This design comes from an exercise in tuning for small area, a short achievable clock period and few clock cycles on the open sky130 flow, not from production work.
Function was checked by simulation only, so behaviour that the tests miss may differ from the original.
Power and IR drop assume default switching activity.

File: flow/run.sh
#!/bin/bash
# synth_recipe.tcl (not shown) runs the flow's synth.tcl, then flattens the netlist and writes it again
# the make line also repeats each setting of config.mk as NAME=value (left out here)
make -C /OpenROAD-flow-scripts/flow DESIGN_CONFIG=/design/flow/config.mk WORK_HOME=/design/flow/orfs CLKGATE_MAP_FILE= SYNTH_SCRIPT=/design/flow/synth_recipe.tcl finish
File: flow/config.mk
export PLATFORM = sky130hd
export DESIGN_NAME = c_subset_lexer
export DESIGN_NICKNAME = c_subset_lexer
export VERILOG_FILES = /design/flow/design.v
export SDC_FILE = /design/flow/constraint.sdc
export NUM_CORES = 4
export LEC_CHECK = 0
export ABC_CLOCK_PERIOD_IN_PS = 2000
export CAP_MARGIN = 20
export CORE_MARGIN = 2
export CORE_UTILIZATION = 40
export SETUP_SLACK_MARGIN = 4.3
export SLEW_MARGIN = 20
File: flow/constraint.sdc
create_clock -name core_clock -period 6.5 [get_ports {clk}]
set_input_delay 1.3000 -clock core_clock [delete_from_list [all_inputs] [get_ports {clk}]]
set_output_delay 1.3000 -clock core_clock [all_outputs]
set_load 0.01 [all_outputs]
File: flow/design.v
module c_subset_lexer (
    input  logic        clk,
    input  logic        rst_n,
    input  logic        char_valid,
    output logic        char_stall,
    input  logic [7:0]  char_code,
    output logic        token_valid,
    input  logic        token_stall,
    output logic [4:0]  token_kind,
    output logic [23:0] token_start,
    output logic [15:0] token_length,
    output logic [23:0] line_number,
    output logic [30:0] token_value,
    output logic        last_of_run
);
    localparam logic [4:0] K_EOF = 5'd0, K_ERROR = 5'd1, K_IDENT = 5'd2, K_NUMBER = 5'd3,
                           K_LPAREN = 5'd4, K_RPAREN = 5'd5, K_LBRACE = 5'd6, K_RBRACE = 5'd7,
                           K_SEMI = 5'd8, K_COMMA = 5'd9, K_PLUS = 5'd10, K_MINUS = 5'd11,
                           K_STAR = 5'd12, K_SLASH = 5'd13, K_BANG = 5'd14, K_NE = 5'd15,
                           K_ASSIGN = 5'd16, K_EQ = 5'd17, K_LT = 5'd18, K_LE = 5'd19,
                           K_GT = 5'd20, K_GE = 5'd21;
    localparam logic [3:0] M_IDLE = 4'd0, M_WORD = 4'd1, M_NUM = 4'd2, M_NUMX = 4'd3,
                           M_SLASH = 4'd4, M_COMMENT = 4'd5,
                           M_BANG = 4'd8, M_ASSIGN = 4'd9, M_LT = 4'd10, M_GT = 4'd11;
    localparam logic [4:0] W_NONE = 5'd0, W_I = 5'd1, W_IN = 5'd2, W_E = 5'd3, W_EL = 5'd4,
                           W_ELS = 5'd5, W_W = 5'd6, W_WH = 5'd7, W_WHI = 5'd8, W_WHIL = 5'd9,
                           W_R = 5'd10, W_RE = 5'd11, W_RET = 5'd12, W_RETU = 5'd13,
                           W_RETUR = 5'd14, W_IF = 5'd22, W_ELSE = 5'd23, W_INT = 5'd24,
                           W_WHILE = 5'd25, W_RETURN = 5'd26;
    localparam logic [30:0] VALUE_LIMIT = 31'h7FFF_FFFF;
    logic        va, vb;           
    logic [7:0]  ca, cb;           
    logic [3:0]  mode;
    logic        eof_pend;         
    logic        nl_pend;          
    logic [23:0] pos_last;         
    logic [23:0] line_last;        
    logic [15:0] len;              
    logic [30:0] acc;              
    logic        hs_pend;          
    logic        hv;               
    logic [4:0]  hkind;
    logic        hlast;
    logic        hvm;              
    logic [23:0] hs;               
    logic        sv;               
    logic [7:0]  sb;               
    function automatic logic is_letter(input logic [7:0] c);
        is_letter = ((c >= "A") && (c <= "Z")) || ((c >= "a") && (c <= "z"));
    endfunction
    function automatic logic is_digit(input logic [7:0] c);
        is_digit = (c >= "0") && (c <= "9");
    endfunction
    function automatic logic [4:0] imm_kind(input logic [7:0] c);
        case (c)
            8'h00:   imm_kind = K_EOF;
            "(":     imm_kind = K_LPAREN;
            ")":     imm_kind = K_RPAREN;
            "{":     imm_kind = K_LBRACE;
            "}":     imm_kind = K_RBRACE;
            ";":     imm_kind = K_SEMI;
            ",":     imm_kind = K_COMMA;
            "+":     imm_kind = K_PLUS;
            "-":     imm_kind = K_MINUS;
            "*":     imm_kind = K_STAR;
            default: imm_kind = K_ERROR;
        endcase
    endfunction
    function automatic logic [4:0] kw_init(input logic [7:0] c);
        case (c)
            "i":     kw_init = W_I;
            "e":     kw_init = W_E;
            "w":     kw_init = W_W;
            "r":     kw_init = W_R;
            default: kw_init = W_NONE;
        endcase
    endfunction
    function automatic logic [4:0] kw_step(input logic [4:0] s, input logic [7:0] c);
        kw_step = W_NONE;
        case (s)
            W_I:     if (c == "f") kw_step = W_IF; else if (c == "n") kw_step = W_IN;
            W_IN:    if (c == "t") kw_step = W_INT;
            W_E:     if (c == "l") kw_step = W_EL;
            W_EL:    if (c == "s") kw_step = W_ELS;
            W_ELS:   if (c == "e") kw_step = W_ELSE;
            W_W:     if (c == "h") kw_step = W_WH;
            W_WH:    if (c == "i") kw_step = W_WHI;
            W_WHI:   if (c == "l") kw_step = W_WHIL;
            W_WHIL:  if (c == "e") kw_step = W_WHILE;
            W_R:     if (c == "e") kw_step = W_RE;
            W_RE:    if (c == "t") kw_step = W_RET;
            W_RET:   if (c == "u") kw_step = W_RETU;
            W_RETU:  if (c == "r") kw_step = W_RETUR;
            W_RETUR: if (c == "n") kw_step = W_RETURN;
            default: kw_step = W_NONE;
        endcase
    endfunction
    logic c_letter, c_digit, c_us, c_nul, c_nl, c_ws, c_slash, c_eq, c_opch, c_imm;
    assign c_letter = is_letter(ca);
    assign c_digit  = is_digit(ca);
    assign c_us     = (ca == "_");
    assign c_nul    = (ca == 8'h00);
    assign c_nl     = (ca == 8'h0A);
    assign c_ws     = (ca == " ") || (ca == 8'h09) || (ca == 8'h0D);
    assign c_slash  = (ca == "/");
    assign c_eq     = (ca == "=");
    assign c_opch   = (ca == "!") || c_eq || (ca == "<") || (ca == ">");
    assign c_imm    = !(c_letter || c_digit || c_us || c_nl || c_ws || c_slash || c_opch);
    logic pop, accept, fire, adv, sblock;
    assign pop        = hv && !token_stall;
    assign sblock     = sv && ((sb == 8'h00) || (imm_kind(sb) == K_ERROR));
    assign fire       = va && !(hv && token_stall) && !sblock;
    assign adv        = fire && !(((mode == M_NUM) || (mode == M_NUMX)) && c_us);
    assign char_stall = vb;
    assign accept     = char_valid && !vb;
    logic        run_idle;         
    logic        pend_tok;         
    logic        pend_pos;         
    logic        pend_two;         
    logic [4:0]  pend_kind;
    logic        word_cont, num_cont, num_acc;
    logic        st_word, st_num;
    logic        imm_tok;
    logic [3:0]  mode_idle;
    always_comb
    begin
        run_idle  = 1'b0;
        pend_tok  = 1'b0;
        pend_pos  = 1'b0;
        pend_two  = 1'b0;
        pend_kind = K_IDENT;
        word_cont = 1'b0;
        num_cont  = 1'b0;
        num_acc   = 1'b0;
        case (mode)
            M_WORD:
            begin
                if (c_letter || c_digit || c_us) begin
                    word_cont = 1'b1;
                end
                else begin
                    pend_tok  = 1'b1;
                    pend_kind = acc[4] ? acc[4:0] : K_IDENT;
                    run_idle  = 1'b1;
                end
            end
            M_NUM, M_NUMX:
            begin
                if (c_letter || c_digit) begin
                    num_cont = 1'b1;
                    num_acc  = c_digit && (mode == M_NUM);
                end
                else begin
                    pend_tok  = 1'b1;
                    pend_kind = K_NUMBER;
                    run_idle  = !c_us;
                end
            end
            M_SLASH:
            begin
                if (!c_slash) begin
                    pend_tok  = 1'b1;
                    pend_pos  = 1'b1;
                    pend_kind = K_SLASH;
                    run_idle  = 1'b1;
                end
            end
            M_COMMENT:
            begin
                run_idle = c_nul || c_nl;
            end
            M_BANG, M_ASSIGN, M_LT, M_GT:
            begin
                pend_tok  = 1'b1;
                pend_pos  = 1'b1;
                pend_two  = c_eq;
                case (mode)
                    M_BANG:   pend_kind = c_eq ? K_NE : K_BANG;
                    M_ASSIGN: pend_kind = c_eq ? K_EQ : K_ASSIGN;
                    M_LT:     pend_kind = c_eq ? K_LE : K_LT;
                    default:  pend_kind = c_eq ? K_GE : K_GT;
                endcase
                run_idle  = !c_eq;
            end
            default:
            begin
                run_idle = 1'b1;
            end
        endcase
        st_word   = run_idle && (c_letter || c_us);
        st_num    = run_idle && c_digit;
        imm_tok   = run_idle && c_imm;
        mode_idle = M_IDLE;
        if (c_letter || c_us)  mode_idle = M_WORD;
        else if (c_digit)      mode_idle = M_NUM;
        else if (c_slash)      mode_idle = M_SLASH;
        else if (ca == "!")    mode_idle = M_BANG;
        else if (c_eq)         mode_idle = M_ASSIGN;
        else if (ca == "<")    mode_idle = M_LT;
        else if (ca == ">")    mode_idle = M_GT;
    end
    logic [3:0]  mode_next;
    always_comb
    begin
        if (word_cont || num_cont) begin
            mode_next = (num_cont && c_letter) ? M_NUMX : mode;
        end
        else if (mode == M_SLASH && c_slash) begin
            mode_next = M_COMMENT;
        end
        else if (mode == M_COMMENT && !run_idle) begin
            mode_next = M_COMMENT;
        end
        else if (run_idle) begin
            mode_next = mode_idle;
        end
        else begin
            mode_next = M_IDLE;
        end
    end
    logic [23:0] pos_cur, line_cur, pos_inc;
    assign pos_inc  = pos_last + 24'd1;
    assign pos_cur  = eof_pend ? 24'd0 : pos_inc;
    assign line_cur = eof_pend ? 24'd1 :
                      (nl_pend && (line_last != 24'hFF_FFFF)) ? line_last + 24'd1 : line_last;
    logic [30:0] acc_step;
    logic        acc_sat;
    assign acc_sat  = (acc > 31'd214748364) || ((acc == 31'd214748364) && (ca[3:0] > 4'd7));
    assign acc_step = acc_sat ? VALUE_LIMIT : ((acc << 3) + (acc << 1) + {27'd0, ca[3:0]});
    logic xfer;         
    logic to_head;      
    logic to_spare;     
    logic imm_head;     
    logic [7:0] kb;     
    assign xfer     = sv && pop;
    assign to_head  = fire && !sv && (pend_tok || imm_tok);
    assign imm_head = fire && !sv && !pend_tok && imm_tok;
    assign to_spare = fire && imm_tok && (sv || pend_tok);
    assign kb       = sv ? sb : ca;
    always_ff @(posedge clk or negedge rst_n)
    begin
        if (!rst_n) begin
            va       <= 1'b0;
            vb       <= 1'b0;
            mode     <= M_IDLE;
            eof_pend <= 1'b1;
            nl_pend  <= 1'b0;
            hs_pend  <= 1'b0;
            hv       <= 1'b0;
            sv       <= 1'b0;
        end
        else begin
            va <= adv ? (vb || accept) : (va || accept);
            vb <= !adv && (vb || (va && accept));
            if (fire) begin
                mode     <= mode_next;
                eof_pend <= c_nul;
                nl_pend  <= c_nl;
            end
            if (fire && (st_word || st_num) && (sv || pend_tok)) begin
                hs_pend <= 1'b1;
            end
            else if (!(hv && token_stall)) begin
                hs_pend <= 1'b0;
            end
            if (xfer || to_head) begin
                hv <= 1'b1;
            end
            else if (pop) begin
                hv <= 1'b0;
            end
            if (to_spare) begin
                sv <= 1'b1;
            end
            else if (xfer) begin
                sv <= 1'b0;
            end
        end
    end
    always_ff @(posedge clk)
    begin
        if (adv ? !vb : !va) begin
            ca <= char_code;
        end
        else if (adv) begin
            ca <= cb;
        end
        if (!adv && va && !vb) begin
            cb <= char_code;
        end
        if (adv) begin
            pos_last  <= pos_cur;
            line_last <= line_cur;
        end
        if (fire && (word_cont || num_cont)) begin
            len <= (len == 16'hFFFF) ? len : len + 16'd1;
        end
        else if (fire && (st_word || st_num || (pend_tok && pend_pos && !pend_two))) begin
            len <= 16'd1;
        end
        else if (fire && pend_two) begin
            len <= 16'd2;
        end
        else if (imm_head) begin
            len <= {15'd0, !c_nul};
        end
        else if (xfer) begin
            len <= {15'd0, sb != 8'h00};
        end
        if (fire && st_num) begin
            acc <= {27'd0, ca[3:0]};
        end
        else if (fire && num_acc) begin
            acc <= acc_step;
        end
        else if (fire && st_word) begin
            acc <= {26'd0, kw_init(ca)};
        end
        else if (fire && word_cont) begin
            acc <= {26'd0, kw_step(acc[4:0], ca)};
        end
        else if (imm_head) begin
            acc <= {23'd0, ca};
        end
        else if (xfer && (imm_kind(sb) == K_ERROR)) begin
            acc <= {23'd0, sb};
        end
        if (xfer || to_head) begin
            hkind <= (to_head && pend_tok) ? pend_kind : imm_kind(kb);
            hlast <= !to_spare || xfer;
            hvm   <= (to_head && pend_tok) ? (pend_kind == K_NUMBER) : (imm_kind(kb) == K_ERROR);
        end
        if (xfer || (to_head && pend_pos) || (hs_pend && !(hv && token_stall))) begin
            hs <= pos_last;
        end
        else if (imm_head || (fire && (st_word || st_num))) begin
            hs <= pos_cur;
        end
        if (to_spare) begin
            sb <= ca;
        end
    end
    assign token_valid  = hv;
    assign token_kind   = hkind;
    assign token_start  = hs;
    assign token_length = len;
    assign line_number  = line_last;
    assign token_value  = hvm ? acc : 31'd0;
    assign last_of_run  = hlast;
endmodule
==> reports/qor.yml, run 1 <==
synth:
  yosys.cell_count.top_type: "sky130_fd_sc_hd__nand2_1"
  synth_warnings: 1
  synthDistinctLibCells: 83
  ys_top_cells_by_count: "sky130_fd_sc_hd__nand2_1, sky130_fd_sc_hd__edfxtp_1, sky130_fd_sc_hd__nor2_1"
  post_synth.cell_area_avg_sq_um: 9.362
  ys_seq_area_frac: 0.4219
  synth.top_cell.area_share: 0.3455
  post-synth-top-area-cell: "sky130_fd_sc_hd__edfxtp_1"
  async_flop_share: 0.06832
  synthesis.nets: 1215
  synth-seq-cells: 161
  postSynthCellCount: 1142
  synthTopCellsByArea: "sky130_fd_sc_hd__edfxtp_1, sky130_fd_sc_hd__ha_1, sky130_fd_sc_hd__dfxtp_1"
  synth_edf_count: 123
  post_synth_instance_area_sq_um: 10690
  synthFlopType: "sky130_fd_sc_hd__edfxtp_1"
setup_path:
  worst_r2r_path_depth: 13
  setup.reg_to_reg.worst_slack_ps: 3140
  regToRegEndpoint: "acc[6]"
  cells_along_the_critical_path: "buf_4, buf_6, or4_4, a21oi_4, or2_4, nand4_1, nor4_4, buf_4, buf_4, buf_6, mux2_1, o21ai_2, a21oi_1"
  critPathMaxStageDelay_ps: 520
  crit_fanout: 8
  cp-end-kind: "flip-flop"
  cp_slowest_cell: "sky130_fd_sc_hd__or4_4"
  arrival_time_at_the_worst_endpoint_ps: 3670
  crit_path_frequent_cell: "sky130_fd_sc_hd__buf_4"
  worst_path_dominant_cell_family: "simple AND/OR/NAND/NOR gates"
  crit-reg2reg-launch: "ca[3]"
  cp_launch_type: "flip-flop"
  path_buf_inv: 5
  data_required_time_of_the_critical_path_ps: 6820
  critPathKind: "reg2reg"
clock_network:
  worst_skew_pair.late_latency_ps: 440
  holdBufCountCts: 0
  tritoncts_num_sinks: 161
  clock_tree_buffer_depth: 2
  worst_setup_hold_path_clk_slew_ps: 70
  tritoncts_clock_tree: "built"
  ctsHtreeMaxLevel: 4
  cts_root_buf: "sky130_fd_sc_hd__clkbuf_16"
  cts_made_buffers: 17
timing:
  finalWorstPathRequiredPeriod_ps: 3356
  maxClockFrequency_mhz: 298.0
  grt_setup_unrepaired: "yes"
  tightestPinTransition_ps: 706.9
  count_of_final_setup_violators: 0
  slew_viol_final: 0
  finClkSkew_ps: 12.48
  worst_slack_setup_final_ps: 3144
  hold_viol_final: 0
  fin_tns_setup_ps: 0
  fin_crit_sh: 0.5163
  maxSlewHeadroom: 0.5244
  hold-worst-slack_ps: 520.1
placed_design:
  dp.cells: 1549
  hpwlAfterDp_um: 19440
  place_congestion: 0.8938
  place_ws_ps: 2327
  place.port_buffers: 114
cells_and_area:
  n_antenna_cell: 0
  layoutNonFillerInstCount: 1841
  layout-drive-gt1-share: 0.4143
  fillers: 2137
  fin_nets: 1566
  syn2layout_area_growth_pct: 49.97
floorplanning:
  io-pin-count: 115
  floorplan.core_area_sq_um: 26130
  chipWidth_um: 167.5
  die_h_um: 167.5
  floorplan.initialDensity: 0.4091
  rows: 59
  floorplan.die_area_sq_um: 28050
detailed_routing:
  drt.antenna.violating_nets: 0
  drt_drc_violations_left: 0
  number_of_drc_markers_after_the_initial_detailed_route_iteration: 887
  per_cell_via_count_in_the_routed_design: 5.644
  drt-pass1-iter-count: 18
  detail_route.wirelength_um: 33610
  wl_per_cell_um: 18.26
  vias: 10390
outcome:
  result_of_the_run: "timing/DRC/antenna clean"
global_route:
  largest_net_degree_at_the_start_of_global_routing: 55
  first_global_vias: 9406
  grt_first_pass_wirelength_um: 50560
  initial_antenna_violation_count: 0
  grt_overflow_total: 0
  track_usage: 0.2257
power:
  cellLeakagePower_nw: 6.676
  vdd_ir_drop_max_mv: 0.2375
  power_per_cell_area_nw_per_um2: 528.8
worst_hold_path:
  hold_depth: 2
  hold_start: "acc[11]"
  path_class_of_the_lowest_slack_min_delay_path: "reg2reg"
  endpoint_of_the_worst_hold_path: "acc[11]"
run:
  max_cap_violations: 0
-- layout make-up --
| type | count | area [sq um] | area share |
|---|---|---|---|
| Timing Repair Buffer | 369 | 3303 | 0.2060 |
| Inverter | 24 | 100.1 | 0.006243 |
| Timing Repair inverter | 1 | 8.758 | 0.0005462 |
| Clock buffer | 20 | 466.7 | 0.02911 |
| Tap cell | 335 | 419.2 | 0.02614 |
| Clock inverter | 12 | 106.4 | 0.006633 |
| Multi-Input combinational cell | 919 | 7111 | 0.4435 |
| Sequential cell | 161 | 4519 | 0.2819 |
-- routing by layer --
layer / vias up / GRT usage / wire length (um) / share of wire
met5: - / 0 / 0 / 0
met4: 0 / 0.05482 / 587 / 0.017
li1: 4930 / - / - / -
met1: 5020 / 0.3199 / 14970 / 0.45
met2: 385 / 0.3522 / 15740 / 0.47
met3: 55 / 0.04940 / 2306 / 0.069
-- logic make-up after synthesis --
logic type,share of synthesized area
XOR/XNOR,0.06144
flip-flops,0.4219
adder cells (fa/ha/maj),0.07279
AND/OR/NAND/NOR,0.2277
AO/OA/AOI/OAI,0.1485
buffers and inverters,0.02645
multiplexers,0.04119
-- power by group --
group	switching [mW]	total, mW	internal, mW
logic	2.66	5.41	2.75
clock network	0.427	0.984	0.557
registers	0.371	2.09	1.72
total	3.46	8.48	5.02
-- stage by stage --
stage	utilization	instance area (sq um)	total power, mW
detailed placement	0.4774	12480	5.244
global route	0.6136	16030	8.902
CTS	0.5616	14680	7.443
global placement	0.4774	12480	5.218
finish	0.6136	16030	8.479
floorplan	-	11160	4.315
-- what timing repair did --
| action | 4_1_cts | 5_1_grt |
|---|---|---|
| gates resized for setup | 576 | 172 |
| gates cloned | 17 | 1 |
| buffers inserted | 161 | 81 |
| endpoints found under the setup margin | 328 | 314 |
| pin swaps | 53 | 84 |
-- worst max path at each step --
| stage | startpoint | endpoint | slack [ps] | cells after the start |
|---|---|---|---|---|
| 2_1_floorplan | acc[0] | acc[27] | 3610 | 12 |
| 3_3_place_gp | token_stall | acc[0] | 2400 | 10 |
| 3_5_place_dp | token_stall | acc[1] | 2330 | 10 |
| 4_1_cts | ca[3] | acc[30] | 3330 | 14 |
| 5_1_grt | ca[3] | acc[1] | 3050 | 12 |
| 6_report | ca[3] | acc[6] | 3140 | 13 |
-- worst register-to-register path, cell delays in order, from the launching register on --
cell and delay [ps]:
sky130_fd_sc_hd__edfxtp_1 400, sky130_fd_sc_hd__buf_4 150, sky130_fd_sc_hd__buf_6 130, sky130_fd_sc_hd__or4_4 530, sky130_fd_sc_hd__a21oi_4 220, sky130_fd_sc_hd__or2_4 160, sky130_fd_sc_hd__nand4_1 280, sky130_fd_sc_hd__nor4_4 400
sky130_fd_sc_hd__buf_4 210, sky130_fd_sc_hd__buf_4 120, sky130_fd_sc_hd__buf_6 110, sky130_fd_sc_hd__mux2_1 340, sky130_fd_sc_hd__o21ai_2 130, sky130_fd_sc_hd__a21oi_1 80
-- state kept, by name, indices dropped and copies added (netlist names), 4 cells and up --
signal / flops
sb: 8
cb: 8
acc: 31
mode: 4
ca: 8
len: 16
hkind: 5
pos_last: 24
line_last: 24
hs: 24
-- placed cells by master (no fill, tap or decap), types with 8 or more instances in the layout --
| master | instances |
|---|---|
| sky130_fd_sc_hd__o21a_1 | 10 |
| sky130_fd_sc_hd__a21o_1 | 10 |
| sky130_fd_sc_hd__nand2b_1 | 15 |
| sky130_fd_sc_hd__a21oi_1 | 46 |
| sky130_fd_sc_hd__buf_2 | 67 |
| sky130_fd_sc_hd__nand3_1 | 33 |
| sky130_fd_sc_hd__mux2i_1 | 8 |
| sky130_fd_sc_hd__nor3_1 | 16 |
| sky130_fd_sc_hd__o21ai_2 | 16 |
| sky130_fd_sc_hd__or3_1 | 8 |
| sky130_fd_sc_hd__xnor2_1 | 29 |
| sky130_fd_sc_hd__xor2_1 | 46 |
| sky130_fd_sc_hd__buf_12 | 11 |
| sky130_fd_sc_hd__nand2_1 | 111 |
| sky130_fd_sc_hd__nand2_8 | 9 |
| sky130_fd_sc_hd__clkdlybuf4s50_1 | 10 |
| sky130_fd_sc_hd__nor2b_1 | 8 |
| sky130_fd_sc_hd__mux2_4 | 29 |
| sky130_fd_sc_hd__dfxtp_1 | 25 |
| sky130_fd_sc_hd__buf_4 | 167 |
| sky130_fd_sc_hd__edfxtp_1 | 123 |
| sky130_fd_sc_hd__clkbuf_16 | 18 |
| sky130_fd_sc_hd__inv_1 | 18 |
| sky130_fd_sc_hd__and3_1 | 9 |
| sky130_fd_sc_hd__nand2_2 | 13 |
| sky130_fd_sc_hd__nand2_4 | 8 |
| sky130_fd_sc_hd__and2_4 | 30 |
| sky130_fd_sc_hd__o21ai_1 | 21 |
| sky130_fd_sc_hd__nor2_1 | 103 |
| sky130_fd_sc_hd__o21ai_0 | 41 |
| sky130_fd_sc_hd__and2_1 | 11 |
| sky130_fd_sc_hd__nand4_1 | 16 |
| sky130_fd_sc_hd__a21oi_2 | 11 |
| sky130_fd_sc_hd__nor4_1 | 14 |
| sky130_fd_sc_hd__ha_1 | 57 |
| sky130_fd_sc_hd__buf_6 | 104 |
| sky130_fd_sc_hd__nor2_4 | 19 |
Testbench counts, summed over its fixed seeds: cycles 24,152.
==> inputs of run 2 (changes only) <==
--- a/flow/config.mk
+++ b/flow/config.mk
@@ -5,9 +5,7 @@
 export SDC_FILE = /design/flow/constraint.sdc
 export NUM_CORES = 4
 export LEC_CHECK = 0
-export ABC_CLOCK_PERIOD_IN_PS = 2000
 export CAP_MARGIN = 20
 export CORE_MARGIN = 2
 export CORE_UTILIZATION = 40
-export SETUP_SLACK_MARGIN = 4.3
 export SLEW_MARGIN = 20
==> run 2 against run 1 <==
Critical endpoint is now acc[27]. Fmax fell by 19%. Highest routed layer unchanged. Die area did not move. Final cell count fell by 14%. Sequential cell count did not move. Combinational power fell by 49%.
==> reports/qor.yml, run 2 <==
cells_and_area:
  layout-drive-gt1-share: 0.08080  # was 0.4143
  most_frequent_standard_cell_in_the_layout_excluding_fill_and_tap_cells: "sky130_fd_sc_hd__nand2_1"  # was sky130_fd_sc_hd__buf_4
  stdcell_area_sq_um: 12720  # was 16030 sq um
  layout_common_cells: "sky130_fd_sc_hd__nand2_1, sky130_fd_sc_hd__edfxtp_1, sky130_fd_sc_hd__nor2_1"  # was sky130_fd_sc_hd__buf_4, sky130_fd_sc_hd__edfxtp_1, sky130_fd_sc_hd__nand2_1
  fin_nets: 1310  # was 1566
  n_antenna_cell: 0  # unchanged
  largest_register_ffs: 31  # unchanged
  layoutNonFillerInstCount: 1585  # was 1841
  regMostFlops: "acc"  # unchanged
  syn2layout_area_growth_pct: 18.98  # was 49.97%
power:
  cellLeakagePower_nw: 4.777  # was 6.676 nW
  sequentialPowerShare: 0.370  # was 0.246
  total_switching_power_mw: 2.562  # was 3.458 mW
  power.switching_fraction: 0.4266  # was 0.4078
  p_int_mw: 3.444  # was 5.021 mW
  comb_power_share: 0.462  # was 0.638
  power_per_cell_area_nw_per_um2: 472.1  # was 528.8 nW/um^2
  vdd_ir_drop_max_mv: 0.2011  # was 0.2375 mV
  pwr-share-clk: 0.168  # was 0.116
clock_network:
  clock_tree_buffer_depth: 2  # unchanged
  tritoncts_clock_tree: "built"  # unchanged
  tritoncts_num_sinks: 161  # unchanged
  worst_setup_hold_path_clk_slew_ps: 80  # was 70 ps
  cts_root_buf: "sky130_fd_sc_hd__clkbuf_16"  # unchanged
  cts_resized: 0  # was 576
  holdBufCountCts: 0  # unchanged
  cts_setup_buffers: 0  # was 161
  cts_made_buffers: 17  # unchanged
  ctsHtreeMaxLevel: 4  # unchanged
  worst_skew_pair.late_latency_ps: 440  # about the same
setup_path:
  cp-end-kind: "flip-flop"  # unchanged
  cp_launch_type: "flip-flop"  # unchanged
  setup.reg_to_reg.worst_slack_ps: 2360  # was 3140 ps
  cells_along_the_critical_path: "fa_1, ha_1, a211oi_1, o21bai_1, a21oi_1, o21ai_0, a21oi_1, o21ai_0, a21oi_1, nand2b_1, xor2_1, a221o_1"  # was buf_4, buf_6, or4_4, a21oi_4, or2_4, nand4_1, nor4_4, buf_4, buf_4, buf_6, mux2_1, o21ai_2, a21oi_1
  crit_path_frequent_cell: "sky130_fd_sc_hd__a21oi_1"  # was sky130_fd_sc_hd__buf_4
  cp_slowest_cell: "sky130_fd_sc_hd__edfxtp_1"  # was sky130_fd_sc_hd__or4_4
  arrival_time_at_the_worst_endpoint_ps: 4460  # was 3670 ps
  critPathMaxStageDelay_ps: 670  # was 520 ps
  data_required_time_of_the_critical_path_ps: 6820  # about the same
  crit_fanout: 14  # was 8
  critPathKind: "reg2reg"  # unchanged
detailed_routing:
  drt-pass1-iter-count: 16  # was 18
  drt.antenna.violating_nets: 0  # unchanged
  vias: 8939  # was 10390
  per_cell_via_count_in_the_routed_design: 5.640  # was 5.644
  number_of_drc_markers_after_the_initial_detailed_route_iteration: 665  # was 887
  detail_route.wirelength_um: 27100  # was 33610 um
  drt_drc_violations_left: 0  # unchanged
  wl_per_cell_um: 17.10  # was 18.26 um
timing:
  worst_slack_setup_final_ps: 2363  # was 3144 ps
  count_of_final_setup_violators: 0  # unchanged
  finalWorstPathRequiredPeriod_ps: 4137  # was 3356 ps
  grt_setup_unrepaired: "no"  # was yes
  finClkSkew_ps: 20.50  # was 12.48 ps
  fin_tns_setup_ps: 0  # unchanged
  slew_viol_final: 0  # unchanged
  maxSlewHeadroom: 0.3352  # was 0.5244
  hold_viol_final: 0  # unchanged
  tightestPinTransition_ps: 997.2  # was 706.9 ps
  maxClockFrequency_mhz: 241.7  # was 298.0 MHz
  fin_crit_sh: 0.6365  # was 0.5163
synth:
  synth_warnings: 1  # unchanged
  synth.top_cell.area_share: 0.3455  # unchanged
  post-synth-top-area-cell: "sky130_fd_sc_hd__edfxtp_1"  # unchanged
  post_synth_instance_area_sq_um: 10690  # unchanged
  post_synth.cell_area_avg_sq_um: 9.362  # unchanged
  synthesis.nets: 1215  # unchanged
  synth_edf_count: 123  # unchanged
  synthTopCellsByArea: "sky130_fd_sc_hd__edfxtp_1, sky130_fd_sc_hd__ha_1, sky130_fd_sc_hd__dfxtp_1"  # unchanged
  async_flop_share: 0.06832  # unchanged
  ys_top_cells_by_count: "sky130_fd_sc_hd__nand2_1, sky130_fd_sc_hd__edfxtp_1, sky130_fd_sc_hd__nor2_1"  # unchanged
  synthDistinctLibCells: 83  # unchanged
  synth-seq-cells: 161  # unchanged
  postSynthCellCount: 1142  # unchanged
  ys_seq_area_frac: 0.4219  # unchanged
  yosys.cell_count.top_type: "sky130_fd_sc_hd__nand2_1"  # unchanged
  synthFlopType: "sky130_fd_sc_hd__edfxtp_1"  # unchanged
placed_design:
  hpwlAfterDp_um: 19470  # was 19440 um
  place_ws_ps: 2017  # was 2327 ps
  placed_cell_area_sq_um: 12120  # was 12480 sq um
  place.port_buffers: 114  # unchanged
  dp.cells: 1552  # was 1549
  place_congestion: 0.9408  # was 0.8938
global_route:
  grt_first_pass_wirelength_um: 44150  # was 50560 um
  initial_antenna_violation_count: 0  # unchanged
  first_global_vias: 8293  # was 9406
  grt_overflow_total: 0  # unchanged
  largest_net_degree_at_the_start_of_global_routing: 56  # was 55
  track_usage: 0.1940  # was 0.2257
worst_hold_path:
  path_class_of_the_lowest_slack_min_delay_path: "reg2reg"  # unchanged
floorplanning:
  floorplan.initialDensity: 0.4091  # unchanged
  floorplan.core_area_sq_um: 26130  # unchanged
  floorplan.die_area_sq_um: 28050  # unchanged
  rows: 59  # unchanged
  die_h_um: 167.5  # unchanged
  io-pin-count: 115  # unchanged
  chipWidth_um: 167.5  # unchanged
outcome:
  result_of_the_run: "timing/DRC/antenna clean"  # unchanged
run:
  max_cap_violations: 0  # unchanged
==> run 2: cell counts after synthesis <==
No cell type changed its count.
==> run 2: through the flow <==
stage / hold slack (ps) / util / total power, mW
2_1_floorplan: 438.7 / - / 3.983
3_3_place_gp: 481.3 / 0.4639 / 4.949
3_5_place_dp: 477.4 / 0.4639 / 4.980
4_1_cts: 491.9 / 0.4862 / 6.008
5_1_grt: 512.7 / 0.4868 / 6.436
6_report: 484.0 / 0.4868 / 6.005
==> run 2: layout make-up <==
class                           count  area [sq um]
Clock buffer                       17         425.4
Clock inverter                     15         156.4
Fill cell                        2462         13410
Inverter                           24         90.09
Multi-Input combinational cell    911          5911
Sequential cell                   161          4511
Tap cell                          335         419.2
Timing Repair Buffer              122          1209
==> run 2: kinds of logic after synthesis <==
group | after synthesis | synth area share
fa+ha+maj | 61 | 0.07279
buf+inv | 70 | 0.02645
xor+xnor | 75 | 0.06144
flops | 161 | 0.4219
compound gates | 248 | 0.1485
mux | 40 | 0.04119
simple gates | 487 | 0.2277
==> run 2: layer usage <==
metal / wire length [um] / share of wire / global-route usage / vias to the layer above
met4: 403 / 0.015 / 0.05558 / 0
met3: 1451 / 0.054 / 0.03096 / 32
met2: 12080 / 0.45 / 0.2970 / 276
met1: 13170 / 0.49 / 0.2839 / 4238
li1: - / - / - / 4393
met5: 0 / 0 / 0 / -
==> run 2: worst paths after layout <==
kind	from	to	cells after the start
setup reg to reg	acc[2]	acc[27]	12
max in group asynchronous	rst_n	nl_pend	1
hold / removal	nl_pend	nl_pend	2
hold reg to reg	nl_pend	nl_pend	2
min in group asynchronous	rst_n	hv	1
setup / recovery	acc[2]	acc[27]	12
==> run 2: power groups by stage <==
| stage | clock network [mW] | logic (mW) | registers (mW) |
|---|---|---|---|
| 5_1_grt | 1.06 | 3.08 | 2.30 |
| 4_1_cts | 1.03 | 2.75 | 2.22 |
| 3_5_place_dp | 0 | 2.74 | 2.24 |
| 3_3_place_gp | 0 | 2.71 | 2.24 |
| 2_1_floorplan | 0 | 1.92 | 2.06 |
| 6_report | 1.01 | 2.78 | 2.22 |
==> run 2: worst max-delay path, delay by kind of cell (launching register included) <==
kind	cells	cell delay, ps
DFF	1	670
AOI/OAI and AO/OA	8	2240
adders and majority gates	2	870
xor gates and xnor gates	1	140
and+or+nand+nor	1	100
==> inputs of run 3 (changes only) <==
--- a/flow/config.mk
+++ b/flow/config.mk
@@ -5,7 +5,9 @@
 export SDC_FILE = /design/flow/constraint.sdc
 export NUM_CORES = 4
 export LEC_CHECK = 0
+export ABC_CLOCK_PERIOD_IN_PS = 3000
 export CAP_MARGIN = 20
 export CORE_MARGIN = 2
 export CORE_UTILIZATION = 40
+export SETUP_SLACK_MARGIN = 3.5
 export SLEW_MARGIN = 20
==> run 3 against run 2 <==
Clock power barely moved. Final cell count rose by 7.8%. Final area rose by 15%. Still clean. Critical path depth did not move. Sequential power fell by 5%. Die area did not move. Largest power group unchanged.
==> reports/qor.yml, run 3 <==
floorplanning:
  chipWidth_um: 167.5  # unchanged
  floorplan.core_area_sq_um: 26130  # unchanged
  io-pin-count: 115  # unchanged
  die_h_um: 167.5  # unchanged
  floorplan.initialDensity: 0.4091  # unchanged
  floorplan.die_area_sq_um: 28050  # unchanged
  rows: 59  # unchanged
clock_network:
  clock_tree_buffer_depth: 2  # unchanged
  tritoncts_num_sinks: 161  # unchanged
  worst_skew_pair.late_latency_ps: 440  # about the same
  holdBufCountCts: 0  # unchanged
  ctsHtreeMaxLevel: 4  # unchanged
  cts_root_buf: "sky130_fd_sc_hd__clkbuf_16"  # unchanged
  worst_setup_hold_path_clk_slew_ps: 70  # was 80 ps
  cts_made_buffers: 17  # unchanged
  tritoncts_clock_tree: "built"  # unchanged
global_route:
  grt_first_pass_wirelength_um: 47980  # was 44150 um
  grt_overflow_total: 0  # unchanged
  track_usage: 0.2128  # was 0.1940
  first_global_vias: 8989  # was 8293
  initial_antenna_violation_count: 0  # unchanged
  largest_net_degree_at_the_start_of_global_routing: 55  # was 56
setup_path:
  worst_r2r_path_depth: 12  # unchanged
  critPathKind: "reg2reg"  # unchanged
  setup.reg_to_reg.worst_slack_ps: 3230  # was 2360 ps
  cp-end-kind: "flip-flop"  # unchanged
  crit-reg2reg-launch: "ca[3]"  # was acc[2]
  crit_fanout: 4  # was 14
  cp_launch_type: "flip-flop"  # unchanged
  data_required_time_of_the_critical_path_ps: 6670  # was 6820 ps
  arrival_time_at_the_worst_endpoint_ps: 3440  # was 4460 ps
  regToRegEndpoint: "acc[1]"  # was acc[27]
cells_and_area:
  layout-drive-gt1-share: 0.2309  # was 0.08080
  fillers: 2268  # was 2462
  layout_common_cells: "sky130_fd_sc_hd__edfxtp_1, sky130_fd_sc_hd__nand2_1, sky130_fd_sc_hd__nor2_1"  # was sky130_fd_sc_hd__nand2_1, sky130_fd_sc_hd__edfxtp_1, sky130_fd_sc_hd__nor2_1
  most_frequent_standard_cell_in_the_layout_excluding_fill_and_tap_cells: "sky130_fd_sc_hd__edfxtp_1"  # was sky130_fd_sc_hd__nand2_1
  layout.area.seq_sq_um: 4516  # was 4511 sq um
  largest_register_ffs: 31  # unchanged
  multi_input_gate_area_sq_um: 6561  # was 5911 sq um
  syn2layout_area_growth_pct: 36.63  # was 18.98%
  fin_nets: 1433  # was 1310
  regMostFlops: "acc"  # unchanged
  final_core_util: 0.5590  # was 0.4868
  layoutNonFillerInstCount: 1709  # was 1585
  stdcell_area_sq_um: 14610  # was 12720 sq um
synth:
  postSynthCellCount: 1142  # unchanged
  synthDistinctLibCells: 83  # unchanged
  synthFlopType: "sky130_fd_sc_hd__edfxtp_1"  # unchanged
  synth_edf_count: 123  # unchanged
  ys_top_cells_by_count: "sky130_fd_sc_hd__nand2_1, sky130_fd_sc_hd__edfxtp_1, sky130_fd_sc_hd__nor2_1"  # unchanged
  ys_seq_area_frac: 0.4219  # unchanged
  post-synth-top-area-cell: "sky130_fd_sc_hd__edfxtp_1"  # unchanged
  post_synth.cell_area_avg_sq_um: 9.362  # unchanged
  synth.top_cell.area_share: 0.3455  # unchanged
  synth_warnings: 1  # unchanged
  post_synth_instance_area_sq_um: 10690  # unchanged
  synthesis.nets: 1215  # unchanged
  synth-seq-cells: 161  # unchanged
  synthTopCellsByArea: "sky130_fd_sc_hd__edfxtp_1, sky130_fd_sc_hd__ha_1, sky130_fd_sc_hd__dfxtp_1"  # unchanged
  yosys.cell_count.top_type: "sky130_fd_sc_hd__nand2_1"  # unchanged
  async_flop_share: 0.06832  # unchanged
placed_design:
  place.port_buffers: 114  # unchanged
  place_congestion: 0.8943  # was 0.9408
  hpwlAfterDp_um: 19460  # was 19470 um
  dp.cells: 1551  # was 1552
  placed_cell_area_sq_um: 12160  # was 12120 sq um
timing:
  fin_tns_setup_ps: 0  # unchanged
  grt_setup_unrepaired: "yes"  # was no
  finalWorstPathRequiredPeriod_ps: 3268  # was 4137 ps
  maxSlewHeadroom: 0.3463  # was 0.3352
  count_of_final_setup_violators: 0  # unchanged
  maxClockFrequency_mhz: 306.0  # was 241.7 MHz
  finClkSkew_ps: 15.45  # was 20.50 ps
  hold_viol_final: 0  # unchanged
  slew_viol_final: 0  # unchanged
  tightestPinTransition_ps: 980.6  # was 997.2 ps
  fin_crit_sh: 0.5028  # was 0.6365
detailed_routing:
  per_cell_via_count_in_the_routed_design: 5.729  # was 5.640
  wl_per_cell_um: 18.27  # was 17.10 um
  drt-pass1-iter-count: 16  # unchanged
  number_of_drc_markers_after_the_initial_detailed_route_iteration: 988  # was 665
  drt.antenna.violating_nets: 0  # unchanged
  drt_drc_violations_left: 0  # unchanged
  detail_route.wirelength_um: 31230  # was 27100 um
  vias: 9791  # was 8939
power:
  power_per_cell_area_nw_per_um2: 515.0  # was 472.1 nW/um^2
  vdd_ir_drop_max_mv: 0.2323  # was 0.2011 mV
  fin_total_pwr_mw: 7.523  # was 6.005 mW
  cellLeakagePower_nw: 6.103  # was 4.777 nW
worst_hold_path:
  path_class_of_the_lowest_slack_min_delay_path: "reg2reg"  # unchanged
  hold_depth: 2  # unchanged
  hold_start: "acc[8]"  # was nl_pend
  endpoint_of_the_worst_hold_path: "acc[8]"  # was nl_pend
outcome:
  result_of_the_run: "timing/DRC/antenna clean"  # unchanged
run:
  max_cap_violations: 0  # unchanged
## run 3: final cells by class
type                    count  share of cell area
diodes                      1           0.0001713
repair buffers            238              0.1660
flip-flops and latches    161              0.3091
inverters                  24            0.006852
multi-input cells         918              0.4492
well taps                 335             0.02869
clock inverters            15             0.01088
clock buffers              17             0.02912
## run 3: worst max path at each step
stage / depth (start not counted) / startpoint / slack (ps) / end
floorplan: 7 / token_stall / 3430 / ca[0]
global placement: 8 / token_stall / 2270 / len[11]
detailed placement: 8 / token_stall / 2210 / len[11]
CTS: 14 / ca[3] / 3320 / acc[30]
global route: 14 / ca[3] / 3130 / acc[30]
finish: 12 / ca[3] / 3230 / acc[1]
## run 3: stage by stage
| stage | hold slack, ps | worst slack [ps] |
|---|---|---|
| 6_report | 495.0 | 3232 |
| 5_1_grt | 520.9 | 3126 |
| 4_1_cts | 516.9 | 3322 |
| 3_5_place_dp | 508.9 | 2210 |
| 3_3_place_gp | 501.6 | 2274 |
| 2_1_floorplan | 438.7 | 3428 |
## run 3: logic make-up (layout without fill, tap and decap cells)
group / count (synthesis) / after routing / share of synthesized area
buffers and inverters: 70 / 294 / 0.02645
xor gates and xnor gates: 75 / 75 / 0.06144
muxes: 40 / 40 / 0.04119
adders and majority gates: 61 / 61 / 0.07279
AOI/OAI and AO/OA: 248 / 251 / 0.1485
and+or+nand+nor: 487 / 491 / 0.2277
other: 0 / 1 / 0
DFF: 161 / 161 / 0.4219
## run 3: what timing repair did
item,4_1_cts,5_1_grt
gates cloned,8,5
resized for setup,95,113
endpoints found under the setup margin,210,179
buffers inserted,77,35
pin swaps,49,44
## run 3: worst max-delay path, cell delays in order, from the launching register on
cell                       delay [ps]
sky130_fd_sc_hd__edfxtp_1         430
sky130_fd_sc_hd__buf_12           160
sky130_fd_sc_hd__or4_4            530
sky130_fd_sc_hd__a21oi_4          210
sky130_fd_sc_hd__o21ai_4           80
sky130_fd_sc_hd__o41a_4           490
sky130_fd_sc_hd__buf_6            140
sky130_fd_sc_hd__buf_6            110
sky130_fd_sc_hd__nor3_4           210
sky130_fd_sc_hd__buf_4            180
sky130_fd_sc_hd__o211ai_1         130
sky130_fd_sc_hd__o221ai_1         230
sky130_fd_sc_hd__a21oi_1          100
## run 3: per-layer routing
| layer | global-route usage | routed length (um) |
|---|---|---|
| met3 | 0.03734 | 2026 |
| met5 | 0 | 0 |
| met2 | 0.3520 | 15020 |
| met4 | 0.06427 | 740 |
| met1 | 0.2863 | 13440 |
## run 3: power breakdown
group | internal, mW | switching, mW
clock | 0.514 | 0.477
sequential | 1.72 | 0.404
combinational | 2.16 | 2.25
==> inputs of run 4 (changes only) <==
--- a/flow/design.v
+++ b/flow/design.v
@@ -45,6 +45,7 @@
     logic [23:0] hs;               
     logic        sv;               
     logic [7:0]  sb;               
+    logic        sblk;             
     function automatic logic is_letter(input logic [7:0] c);
         is_letter = ((c >= "A") && (c <= "Z")) || ((c >= "a") && (c <= "z"));
     endfunction
@@ -95,20 +96,44 @@
             default: kw_step = W_NONE;
         endcase
     endfunction
-    logic c_letter, c_digit, c_us, c_nul, c_nl, c_ws, c_slash, c_eq, c_opch, c_imm;
-    assign c_letter = is_letter(ca);
-    assign c_digit  = is_digit(ca);
-    assign c_us     = (ca == "_");
-    assign c_nul    = (ca == 8'h00);
-    assign c_nl     = (ca == 8'h0A);
-    assign c_ws     = (ca == " ") || (ca == 8'h09) || (ca == 8'h0D);
-    assign c_slash  = (ca == "/");
-    assign c_eq     = (ca == "=");
-    assign c_opch   = (ca == "!") || c_eq || (ca == "<") || (ca == ">");
-    assign c_imm    = !(c_letter || c_digit || c_us || c_nl || c_ws || c_slash || c_opch);
+    localparam int CF_W = 9;
+    localparam int CF_WC = 0, CF_DG = 1, CF_US = 2, CF_NUL = 3, CF_NL = 4, CF_SL = 5,
+                   CF_EQ = 6, CF_OP = 7, CF_IM = 8;
+    function automatic logic [CF_W-1:0] classify(input logic [7:0] c);
+        logic ltr, dg, us, nl, ws, sl, eq, op;
+        ltr = is_letter(c);
+        dg  = is_digit(c);
+        us  = (c == "_");
+        nl  = (c == 8'h0A);
+        ws  = (c == " ") || (c == 8'h09) || (c == 8'h0D);
+        sl  = (c == "/");
+        eq  = (c == "=");
+        op  = (c == "!") || eq || (c == "<") || (c == ">");
+        classify = '0;
+        classify[CF_WC]  = ltr || dg || us;
+        classify[CF_DG]  = dg;
+        classify[CF_US]  = us;
+        classify[CF_NUL] = (c == 8'h00);
+        classify[CF_NL]  = nl;
+        classify[CF_SL]  = sl;
+        classify[CF_EQ]  = eq;
+        classify[CF_OP]  = op;
+        classify[CF_IM]  = !(ltr || dg || us || nl || ws || sl || op);
+    endfunction
+    logic [CF_W-1:0] cf;           
+    logic c_letter, c_digit, c_us, c_nul, c_nl, c_slash, c_eq, c_opch, c_imm;
+    assign c_letter = cf[CF_WC] && !cf[CF_DG] && !cf[CF_US];
+    assign c_digit  = cf[CF_DG];
+    assign c_us     = cf[CF_US];
+    assign c_nul    = cf[CF_NUL];
+    assign c_nl     = cf[CF_NL];
+    assign c_slash  = cf[CF_SL];
+    assign c_eq     = cf[CF_EQ];
+    assign c_opch   = cf[CF_OP];
+    assign c_imm    = cf[CF_IM];
     logic pop, accept, fire, adv, sblock;
     assign pop        = hv && !token_stall;
-    assign sblock     = sv && ((sb == 8'h00) || (imm_kind(sb) == K_ERROR));
+    assign sblock     = sv && sblk;
     assign fire       = va && !(hv && token_stall) && !sblock;
     assign adv        = fire && !(((mode == M_NUM) || (mode == M_NUMX)) && c_us);
     assign char_stall = vb;
@@ -135,7 +160,7 @@
         case (mode)
             M_WORD:
             begin
-                if (c_letter || c_digit || c_us) begin
+                if (cf[CF_WC]) begin
                     word_cont = 1'b1;
                 end
                 else begin
@@ -146,7 +171,7 @@
             end
             M_NUM, M_NUMX:
             begin
-                if (c_letter || c_digit) begin
+                if (cf[CF_WC] && !c_us) begin
                     num_cont = 1'b1;
                     num_acc  = c_digit && (mode == M_NUM);
                 end
@@ -187,17 +212,14 @@
                 run_idle = 1'b1;
             end
         endcase
-        st_word   = run_idle && (c_letter || c_us);
+        st_word   = run_idle && cf[CF_WC] && !c_digit;
         st_num    = run_idle && c_digit;
         imm_tok   = run_idle && c_imm;
         mode_idle = M_IDLE;
-        if (c_letter || c_us)  mode_idle = M_WORD;
-        else if (c_digit)      mode_idle = M_NUM;
-        else if (c_slash)      mode_idle = M_SLASH;
-        else if (ca == "!")    mode_idle = M_BANG;
-        else if (c_eq)         mode_idle = M_ASSIGN;
-        else if (ca == "<")    mode_idle = M_LT;
-        else if (ca == ">")    mode_idle = M_GT;
+        if (cf[CF_WC] && !c_digit) mode_idle = M_WORD;
+        else if (c_digit)          mode_idle = M_NUM;
+        else if (c_slash)          mode_idle = M_SLASH;
+        else if (c_opch)           mode_idle = !ca[4] ? M_BANG : c_eq ? M_ASSIGN : ca[1] ? M_GT : M_LT;
     end
     logic [3:0]  mode_next;
     always_comb
@@ -281,9 +303,11 @@
     begin
         if (adv ? !vb : !va) begin
             ca <= char_code;
+            cf <= classify(char_code);
         end
         else if (adv) begin
             ca <= cb;
+            cf <= classify(cb);
         end
         if (!adv && va && !vb) begin
             cb <= char_code;
@@ -337,7 +361,8 @@
             hs <= pos_cur;
         end
         if (to_spare) begin
-            sb <= ca;
+            sb   <= ca;
+            sblk <= (imm_kind(ca) == K_EOF) || (imm_kind(ca) == K_ERROR);
         end
     end
     assign token_valid  = hv;
==> flow/config.mk (replaced) <==
export PLATFORM = sky130hd
export DESIGN_NAME = c_subset_lexer
export DESIGN_NICKNAME = c_subset_lexer
export VERILOG_FILES = /design/flow/design.v
export SDC_FILE = /design/flow/constraint.sdc
export NUM_CORES = 4
export LEC_CHECK = 0
export CAP_MARGIN = 20
export CORE_MARGIN = 4
export CORE_UTILIZATION = 40
export SETUP_SLACK_MARGIN = 3.8
export SLEW_MARGIN = 20
==> run 4 against run 3 <==
Still clean on timing, DRC and antenna. Worst hold slack worse by 2.3 ps. Final area up 8.4%. Clock skew up 3.5 ps. Combinational power up 4%. Die area up 11%. Sequential power up 16%. Wire length up 9.7%. Setup slack better by 140 ps. Sequential cell count up 10. Largest cell class unchanged. Largest power group unchanged. Highest routed layer unchanged.
==> reports/qor.yml, run 4 <==
outcome:
  result_of_the_run: "timing/DRC/antenna clean"  # unchanged
setup_path:
  data_required_time_of_the_critical_path_ps: 6840  # was 6670 ps
  crit_fanout: 3  # was 4
  regToRegEndpoint: "acc[24]"  # was acc[1]
  path_buf_inv: 2  # was 4
  critPathMaxStageDelay_ps: 570  # was 530 ps
  critPathKind: "reg2reg"  # unchanged
  arrival_time_at_the_worst_endpoint_ps: 3460  # was 3440 ps
  cp-end-kind: "flip-flop"  # unchanged
  crit-reg2reg-launch: "acc[2]"  # was ca[3]
  worst_r2r_path_depth: 12  # unchanged
  setup.reg_to_reg.worst_slack_ps: 3380  # was 3230 ps
  worst_path_dominant_cell_family: "compound AO/OA/AOI/OAI gates"  # unchanged
  cp_launch_type: "flip-flop"  # unchanged
  cells_along_the_critical_path: "inv_2, fa_1, buf_4, fa_2, nor2b_2, o211ai_1, a21oi_2, o21a_2, a2111oi_4, nor2_1, xor2_1, a221o_1"  # was buf_12, or4_4, a21oi_4, o21ai_4, o41a_4, buf_6, buf_6, nor3_4, buf_4, o211ai_1, o221ai_1, a21oi_1
  cp_slowest_cell: "sky130_fd_sc_hd__fa_1"  # was sky130_fd_sc_hd__or4_4
cells_and_area:
  syn2layout_area_growth_pct: 40.01  # was 36.63%
  final_core_util: 0.5685  # was 0.5590
  layout_common_cells: "sky130_fd_sc_hd__edfxtp_1, sky130_fd_sc_hd__nor2_1, sky130_fd_sc_hd__buf_4"  # was sky130_fd_sc_hd__edfxtp_1, sky130_fd_sc_hd__nand2_1, sky130_fd_sc_hd__nor2_1
  fillers: 2384  # was 2268
  largest_register_ffs: 31  # unchanged
  fin_nets: 1521  # was 1433
  n_antenna_cell: 0  # was 1
  layoutNonFillerInstCount: 1839  # was 1709
  most_frequent_standard_cell_in_the_layout_excluding_fill_and_tap_cells: "sky130_fd_sc_hd__edfxtp_1"  # unchanged
  regMostFlops: "acc"  # unchanged
  layout-drive-gt1-share: 0.2847  # was 0.2309
timing:
  tightestPinTransition_ps: 1085  # was 980.6 ps
  grt_setup_unrepaired: "yes"  # unchanged
  hold_viol_final: 0  # unchanged
  slew_viol_final: 0  # unchanged
  worst_slack_setup_final_ps: 3375  # was 3232 ps
  fin_crit_sh: 0.4807  # was 0.5028
  finClkSkew_ps: 18.94  # was 15.45 ps
  fin_tns_setup_ps: 0  # unchanged
  count_of_final_setup_violators: 0  # unchanged
  finalWorstPathRequiredPeriod_ps: 3125  # was 3268 ps
  maxClockFrequency_mhz: 320.0  # was 306.0 MHz
  maxSlewHeadroom: 0.2766  # was 0.3463
synth:
  postSynthCellCount: 1201  # was 1142
  post_synth_instance_area_sq_um: 11310  # was 10690 sq um
  synth_edf_count: 133  # was 123
  synth_warnings: 1  # unchanged
  synth.top_cell.area_share: 0.3531  # was 0.3455
  synthFlopType: "sky130_fd_sc_hd__edfxtp_1"  # unchanged
  yosys.area_share.xor_xnor: 0.06117  # was 0.06144
  yosys.cell_count.top_type: "sky130_fd_sc_hd__edfxtp_1"  # was sky130_fd_sc_hd__nand2_1
  yosys-mux-area-fraction: 0.04435  # was 0.04119
  ys_seq_area_frac: 0.4253  # was 0.4219
  synth-seq-cells: 171  # was 161
  async_flop_share: 0.06433  # was 0.06832
  simple_gate_area_share_of_the_yosys_netlist: 0.2165  # was 0.2277
  post-synth-top-area-cell: "sky130_fd_sc_hd__edfxtp_1"  # unchanged
  synth_fa_ha_area_frac: 0.06880  # was 0.07279
  synthDistinctLibCells: 77  # was 83
  synthesis.nets: 1274  # was 1215
  synth_top_family_by_area: "simple AND/OR/NAND/NOR gates"  # unchanged
  ys_top_cells_by_count: "sky130_fd_sc_hd__edfxtp_1, sky130_fd_sc_hd__nor2_1, sky130_fd_sc_hd__nand2_1"  # was sky130_fd_sc_hd__nand2_1, sky130_fd_sc_hd__edfxtp_1, sky130_fd_sc_hd__nor2_1
  post_synth.cell_area_avg_sq_um: 9.419  # was 9.362 sq um
  synth_compound_area_frac: 0.1555  # was 0.1485
  synthTopCellsByArea: "sky130_fd_sc_hd__edfxtp_1, sky130_fd_sc_hd__ha_1, sky130_fd_sc_hd__dfxtp_1"  # unchanged
detailed_routing:
  drt_drc_violations_left: 0  # unchanged
  vias: 10357  # was 9791
  detail_route.wirelength_um: 34270  # was 31230 um
  per_cell_via_count_in_the_routed_design: 5.632  # was 5.729
  drt-pass1-iter-count: 8  # was 16
  wl_per_cell_um: 18.63  # was 18.27 um
  number_of_drc_markers_after_the_initial_detailed_route_iteration: 857  # was 988
  drt.antenna.violating_nets: 0  # unchanged
floorplanning:
  io-pin-count: 115  # unchanged
  floorplan.core_area_sq_um: 27860  # was 26130 sq um
  floorplan.initialDensity: 0.4061  # was 0.4091
  die_h_um: 176.2  # was 167.5 um
  rows: 61  # was 59
  floorplan.die_area_sq_um: 31030  # was 28050 sq um
  chipWidth_um: 176.2  # was 167.5 um
power:
  power.switching_fraction: 0.4157  # was 0.4158
  total_switching_power_mw: 3.358  # was 3.128 mW
  vdd_ir_drop_max_mv: 0.2168  # was 0.2323 mV
  comb_power_share: 0.568  # was 0.586
  cellLeakagePower_nw: 6.449  # was 6.103 nW
  fin_total_pwr_mw: 8.079  # was 7.523 mW
  sequentialPowerShare: 0.303  # was 0.282
  p_int_mw: 4.721  # was 4.395 mW
  power_per_cell_area_nw_per_um2: 510.1  # was 515.0 nW/um^2
  pwr-share-clk: 0.128  # was 0.132
run:
  max_cap_violations: 0  # unchanged
global_route:
  grt_first_pass_wirelength_um: 52120  # was 47980 um
  initial_antenna_violation_count: 0  # unchanged
  track_usage: 0.2068  # was 0.2128
  grt_overflow_total: 0  # unchanged
  first_global_vias: 9618  # was 8989
  largest_net_degree_at_the_start_of_global_routing: 54  # was 55
clock_network:
  worst_setup_hold_path_clk_slew_ps: 80  # was 70 ps
  worst_skew_pair.late_latency_ps: 450  # was 440 ps
  holdBufCountCts: 0  # unchanged
  tritoncts_clock_tree: "built"  # unchanged
  clock_tree_buffer_depth: 2  # unchanged
  tritoncts_num_sinks: 171  # was 161
  cts_made_buffers: 17  # unchanged
  cts_root_buf: "sky130_fd_sc_hd__clkbuf_16"  # unchanged
  ctsHtreeMaxLevel: 4  # unchanged
placed_design:
  place.port_buffers: 114  # unchanged
  hpwlAfterDp_um: 21050  # was 19460 um
  place_congestion: 0.9210  # was 0.8943
  dp.cells: 1638  # was 1551
  place_ws_ps: 2168  # was 2210 ps
worst_hold_path:
  path_class_of_the_lowest_slack_min_delay_path: "reg2reg"  # unchanged
  hold_start: "acc[9]"  # was acc[8]
  hold_depth: 2  # unchanged
  endpoint_of_the_worst_hold_path: "acc[9]"  # was acc[8]
-- run 4: cell types whose count changed after synthesis, sizes merged, moves of 8 or more --
cell	before	now
clkbuf	38	49
nand2	138	117
nor2b	10	18
edfxtp	123	133
nor2	121	131
nand4	16	24
-- run 4: cell families (layout without fill, tap and decap cells) --
group | count (synthesis) | after routing
DFF | 171 | 171
buffers and inverters | 81 | 334
adders and majority gates | 61 | 61
xor gates and xnor gates | 79 | 79
muxes | 46 | 46
and+or+nand+nor | 490 | 495
AOI/OAI and AO/OA | 273 | 275
-- run 4: worst max path at each step --
stage | from | endpoint | depth (start not counted)
after floorplan | acc[0] | acc[21] | 13
after global placement | token_stall | acc[27] | 9
after detailed placement | token_stall | acc[27] | 9
after CTS | acc[3] | acc[21] | 11
after global routing | acc[0] | acc[30] | 13
final | acc[2] | acc[24] | 12
-- run 4: power groups by stage --
stage | registers, mW | logic, mW | clock network, mW
after global routing | 2.51 | 4.94 | 1.10
after floorplan | 2.31 | 2.25 | 0
final | 2.45 | 4.59 | 1.04
after CTS | 2.44 | 3.95 | 1.05
after detailed placement | 2.59 | 2.96 | 0
after global placement | 2.59 | 2.94 | 0
-- run 4: timing repair --
action,4_1_cts,5_1_grt
setup endpoints to repair,247,185
pin swaps,47,56
cloned,8,5
gates resized for setup,158,221
buffers inserted,111,45
-- run 4: area by class of cell --
cell class | instances | area, sq um | area share
Multi-Input combinational cell | 956 | 7139 | 0.4508
Sequential cell | 171 | 4830 | 0.3049
Timing Repair Buffer | 278 | 2675 | 0.1689
Tap cell | 378 | 473.0 | 0.02986
Clock buffer | 17 | 425.4 | 0.02686
Clock inverter | 15 | 190.2 | 0.01201
Inverter | 23 | 98.84 | 0.006241
Timing Repair inverter | 1 | 6.256 | 0.0003950
-- run 4: tightest hold or removal path, cell delays in order, from the launching register on --
cell,delay [ps]
sky130_fd_sc_hd__dfxtp_2,360
sky130_fd_sc_hd__nand2_2,70
sky130_fd_sc_hd__nand2_1,30
-- run 4: stage by stage --
step	area [sq um]	hold slack [ps]
after floorplan	11730	424.4
after global placement	13020	470.9
after detailed placement	13020	474.2
after CTS	14840	487.0
after global routing	15840	508.9
final	15840	492.7
-- run 4: routing by layer --
layer	vias up	wire length, um	GRT usage	part of all wire
met1	5013	15690	0.2917	0.46
met2	347	16120	0.3347	0.47
met4	0	611	0.05426	0.018
met3	40	1850	0.03126	0.054
met5	-	0	0	0
li1	4957	-	-	-
Testbench counts of run 4, summed over its fixed seeds: cycles 24,152.
==> inputs of run 5 (changes only) <==
--- a/flow/config.mk
+++ b/flow/config.mk
@@ -8,5 +8,6 @@
 export CAP_MARGIN = 20
 export CORE_MARGIN = 4
 export CORE_UTILIZATION = 40
-export SETUP_SLACK_MARGIN = 3.8
+export SETUP_SLACK_MARGIN = 3.5
 export SLEW_MARGIN = 20
+export TNS_END_PERCENT = 5
==> run 5 against run 4 <==
Register-to-register slack is essentially flat. Still clean on timing, DRC and antenna. Worst hold slack lost 5.7 ps. Wire length shrank 11%. Highest routed layer unchanged. Critical path type is now reg2out. Fmax shrank 0.68%. Clock skew shrank 1.2 ps. Largest cell class unchanged. Synthesized area is the same. Sequential cell count is the same. Combinational power shrank 24%. Count of clock-buffer cells in the layout is the same.
==> reports/qor.yml, run 5 <==
placed_design:
  placed_cell_area_sq_um: 12840  # was 13020 sq um
  place_ws_ps: 2215  # was 2168 ps
  hpwlAfterDp_um: 21220  # was 21050 um
  place_congestion: 0.8835  # was 0.9210
  place.port_buffers: 114  # unchanged
synth:
  synthesis.nets: 1274  # unchanged
  ys_seq_area_frac: 0.4253  # unchanged
  synthFlopType: "sky130_fd_sc_hd__edfxtp_1"  # unchanged
  post-synth-top-area-cell: "sky130_fd_sc_hd__edfxtp_1"  # unchanged
  post_synth.cell_area_avg_sq_um: 9.419  # unchanged
  synth-seq-cells: 171  # unchanged
  synth_edf_count: 133  # unchanged
  synthDistinctLibCells: 77  # unchanged
  synthTopCellsByArea: "sky130_fd_sc_hd__edfxtp_1, sky130_fd_sc_hd__ha_1, sky130_fd_sc_hd__dfxtp_1"  # unchanged
  synth_warnings: 1  # unchanged
  async_flop_share: 0.06433  # unchanged
  post_synth_instance_area_sq_um: 11310  # unchanged
  synth.top_cell.area_share: 0.3531  # unchanged
  yosys.cell_count.top_type: "sky130_fd_sc_hd__edfxtp_1"  # unchanged
  ys_top_cells_by_count: "sky130_fd_sc_hd__edfxtp_1, sky130_fd_sc_hd__nor2_1, sky130_fd_sc_hd__nand2_1"  # unchanged
  postSynthCellCount: 1201  # unchanged
timing:
  tightestPinTransition_ps: 971.6  # was 1085 ps
  grt_setup_unrepaired: "yes"  # unchanged
  fin_tns_setup_ps: 0  # unchanged
  fin_crit_sh: 0.4840  # was 0.4807
  finClkSkew_ps: 17.75  # was 18.94 ps
  maxClockFrequency_mhz: 317.9  # was 320.0 MHz
  slew_viol_final: 0  # unchanged
  count_of_final_setup_violators: 0  # unchanged
  hold_viol_final: 0  # unchanged
  maxSlewHeadroom: 0.3523  # was 0.2766
  finalWorstPathRequiredPeriod_ps: 3146  # was 3125 ps
  worst_slack_setup_final_ps: 3354  # was 3375 ps
floorplanning:
  floorplan.initialDensity: 0.4061  # unchanged
  die_h_um: 176.2  # unchanged
  rows: 61  # unchanged
  chipWidth_um: 176.2  # unchanged
  floorplan.die_area_sq_um: 31030  # unchanged
  io-pin-count: 115  # unchanged
  floorplan.core_area_sq_um: 27860  # unchanged
clock_network:
  worst_setup_hold_path_clk_slew_ps: 70  # was 80 ps
  cts_root_buf: "sky130_fd_sc_hd__clkbuf_16"  # unchanged
  tritoncts_num_sinks: 171  # unchanged
  tritoncts_clock_tree: "built"  # unchanged
  ctsHtreeMaxLevel: 4  # unchanged
  cts_made_buffers: 17  # unchanged
  clock_tree_buffer_depth: 2  # unchanged
  worst_skew_pair.late_latency_ps: 440  # was 450 ps
cells_and_area:
  final_core_util: 0.5094  # was 0.5685
  most_frequent_standard_cell_in_the_layout_excluding_fill_and_tap_cells: "sky130_fd_sc_hd__edfxtp_1"  # unchanged
  regMostFlops: "acc"  # unchanged
  largest_register_ffs: 31  # unchanged
  layout_common_cells: "sky130_fd_sc_hd__edfxtp_1, sky130_fd_sc_hd__nor2_1, sky130_fd_sc_hd__nand2_1"  # was sky130_fd_sc_hd__edfxtp_1, sky130_fd_sc_hd__nor2_1, sky130_fd_sc_hd__buf_4
  stdcell_area_sq_um: 14190  # was 15840 sq um
  n_antenna_cell: 0  # unchanged
  fin_nets: 1408  # was 1521
  layout-drive-gt1-share: 0.1499  # was 0.2847
  syn2layout_area_growth_pct: 25.45  # was 40.01%
setup_path:
  critPathMaxStageDelay_ps: 530  # was 570 ps
  cells_along_the_critical_path: "buf_4, buf_4, and2_1, clkdlybuf4s50_1"  # was inv_2, fa_1, buf_4, fa_2, nor2b_2, o211ai_1, a21oi_2, o21a_2, a2111oi_4, nor2_1, xor2_1, a221o_1
  worst_path_dominant_cell_family: "buffers and inverters"  # was compound AO/OA/AOI/OAI gates
  data_required_time_of_the_critical_path_ps: 5200  # was 6840 ps
  cp-end-kind: "primary output"  # was flip-flop
  critPathKind: "reg2out"  # was reg2reg
  cp_slowest_cell: "sky130_fd_sc_hd__clkdlybuf4s50_1"  # was sky130_fd_sc_hd__fa_1
  crit_fanout: 8  # was 3
  crit_path_frequent_cell: "sky130_fd_sc_hd__buf_4"
  path_buf_inv: 3  # was 2
  cp_launch_type: "flip-flop"  # unchanged
  arrival_time_at_the_worst_endpoint_ps: 1850  # was 3460 ps
power:
  pwr-share-clk: 0.150  # was 0.128
  p_int_mw: 4.114  # was 4.721 mW
  total_switching_power_mw: 2.910  # was 3.358 mW
  vdd_ir_drop_max_mv: 0.2087  # was 0.2168 mV
  comb_power_share: 0.496  # was 0.568
  sequentialPowerShare: 0.353  # was 0.303
  cellLeakagePower_nw: 5.311  # was 6.449 nW
  power_per_cell_area_nw_per_um2: 495.0  # was 510.1 nW/um^2
  power.switching_fraction: 0.4143  # was 0.4157
worst_hold_path:
  path_class_of_the_lowest_slack_min_delay_path: "reg2reg"  # unchanged
global_route:
  largest_net_degree_at_the_start_of_global_routing: 54  # unchanged
  grt_first_pass_wirelength_um: 48600  # was 52120 um
  first_global_vias: 9071  # was 9618
  initial_antenna_violation_count: 0  # unchanged
  track_usage: 0.1923  # was 0.2068
  grt_overflow_total: 0  # unchanged
detailed_routing:
  wl_per_cell_um: 17.62  # was 18.63 um
  drt_drc_violations_left: 0  # unchanged
  vias: 9662  # was 10357
  per_cell_via_count_in_the_routed_design: 5.598  # was 5.632
  drt.antenna.violating_nets: 0  # unchanged
  number_of_drc_markers_after_the_initial_detailed_route_iteration: 781  # was 857
  drt-pass1-iter-count: 8  # unchanged
  detail_route.wirelength_um: 30420  # was 34270 um
outcome:
  result_of_the_run: "timing/DRC/antenna clean"  # unchanged
run:
  max_cap_violations: 0  # unchanged
-- run 5: cell counts after synthesis --
No cell type changed its count.
-- run 5: worst paths after layout --
| check | startpoint | to | slack [ps] | depth (start not counted) |
|---|---|---|---|---|
| worst max-delay path | acc[3] | token_value[3] | 3350 | 4 |
| worst max register to register | acc[2] | acc[23] | 3370 | 11 |
| min in group asynchronous | rst_n | mode[0] | 1260 | 1 |
| worst min-delay path | acc[10] | acc[10] | 490 | 2 |
| worst min register to register | acc[10] | acc[10] | 490 | 2 |
| max in group asynchronous | rst_n | mode[1] | 4800 | 1 |
-- run 5: logic make-up (layout without fill, tap and decap cells) --
kind of cell	count (synthesis)	after routing	synth area share
AND/OR/NAND/NOR	490	490	0.2165
AO/OA/AOI/OAI	273	275	0.1555
flip-flops	171	171	0.4253
buffers and inverters	81	226	0.02843
XOR/XNOR	79	79	0.06117
adder cells (fa/ha/maj)	61	61	0.06880
multiplexers	46	46	0.04435
-- run 5: repair_timing --
item,4_1_cts,5_1_grt
buffers inserted,39,13
pin swaps,19,17
gates resized for setup,44,24
cloned,2,0
endpoints found under the setup margin,176,152
hold buffers,0,0
-- run 5: through the flow --
step / instances / hold slack, ps / power, mW
floorplan: 1201 / 424.4 / 4.383
global route: 1726 / 518.6 / 7.491
global placement: 1640 / 466.2 / 5.418
detailed placement: 1640 / 474.2 / 5.431
CTS: 1713 / 494.0 / 6.929
finish: 1726 / 487.1 / 7.024
-- run 5: routing by layer --
layer,vias up,GRT usage,share of wire
li1,4726,-,-
met1,4577,0.2661,0.45
met2,306,0.3166,0.48
met3,53,0.03105,0.053
met4,0,0.04906,0.018
met5,-,0,0
-- run 5: power groups by stage --
stage	logic [mW]	registers (mW)	clock network, mW
global route	3.81	2.56	1.13
detailed placement	2.85	2.58	0
finish	3.49	2.48	1.06
global placement	2.83	2.58	0
CTS	3.38	2.48	1.07
floorplan	2.08	2.30	0
-- run 5: tightest hold or removal path, delay by kind of cell, from the launching register on --
kind             cells  cell delay, ps
flip-flops           1             350
AND/OR/NAND/NOR      2             100
-- run 5: final cells by class --
cell class	count	area, sq um
Clock inverter	15	196.4
Fill cell	2479	13670
Inverter	23	93.84
Clock buffer	17	425.4
Multi-Input combinational cell	951	6543
Sequential cell	171	4820
Tap cell	378	473.0
Timing Repair Buffer	171	1640

[re-timing with driven ports]
In the flow no input, the clock included, has a driving cell. The finished layouts below were timed again as built, in two steps. Step 1: set_driving_cell puts a clkbuf_16 on clk and a buf_2 on each other input, an assumption about the parent block. Step 2 times the ports against the registers' clock, not the clock port: input delays grow and output delays shrink by t, the midpoint of the rising clock arrivals with the driver on. Three values: no drivers, after step 1, after step 2; two values: the first two.
run | shift t [ns] | setup slack, ns
run 1 | 0.484 | 3.144 / 3.144 / 3.144
run 2 | 0.483 | 2.363 / 2.363 / 1.985
run 3 | 0.475 | 3.232 / 3.232 / 3.181
run 4 | 0.482 | 3.375 / 3.375 / 3.199
run 5 | 0.481 | 3.354 / 3.306 / 3.078
After both steps every run listed still meets setup and hold.
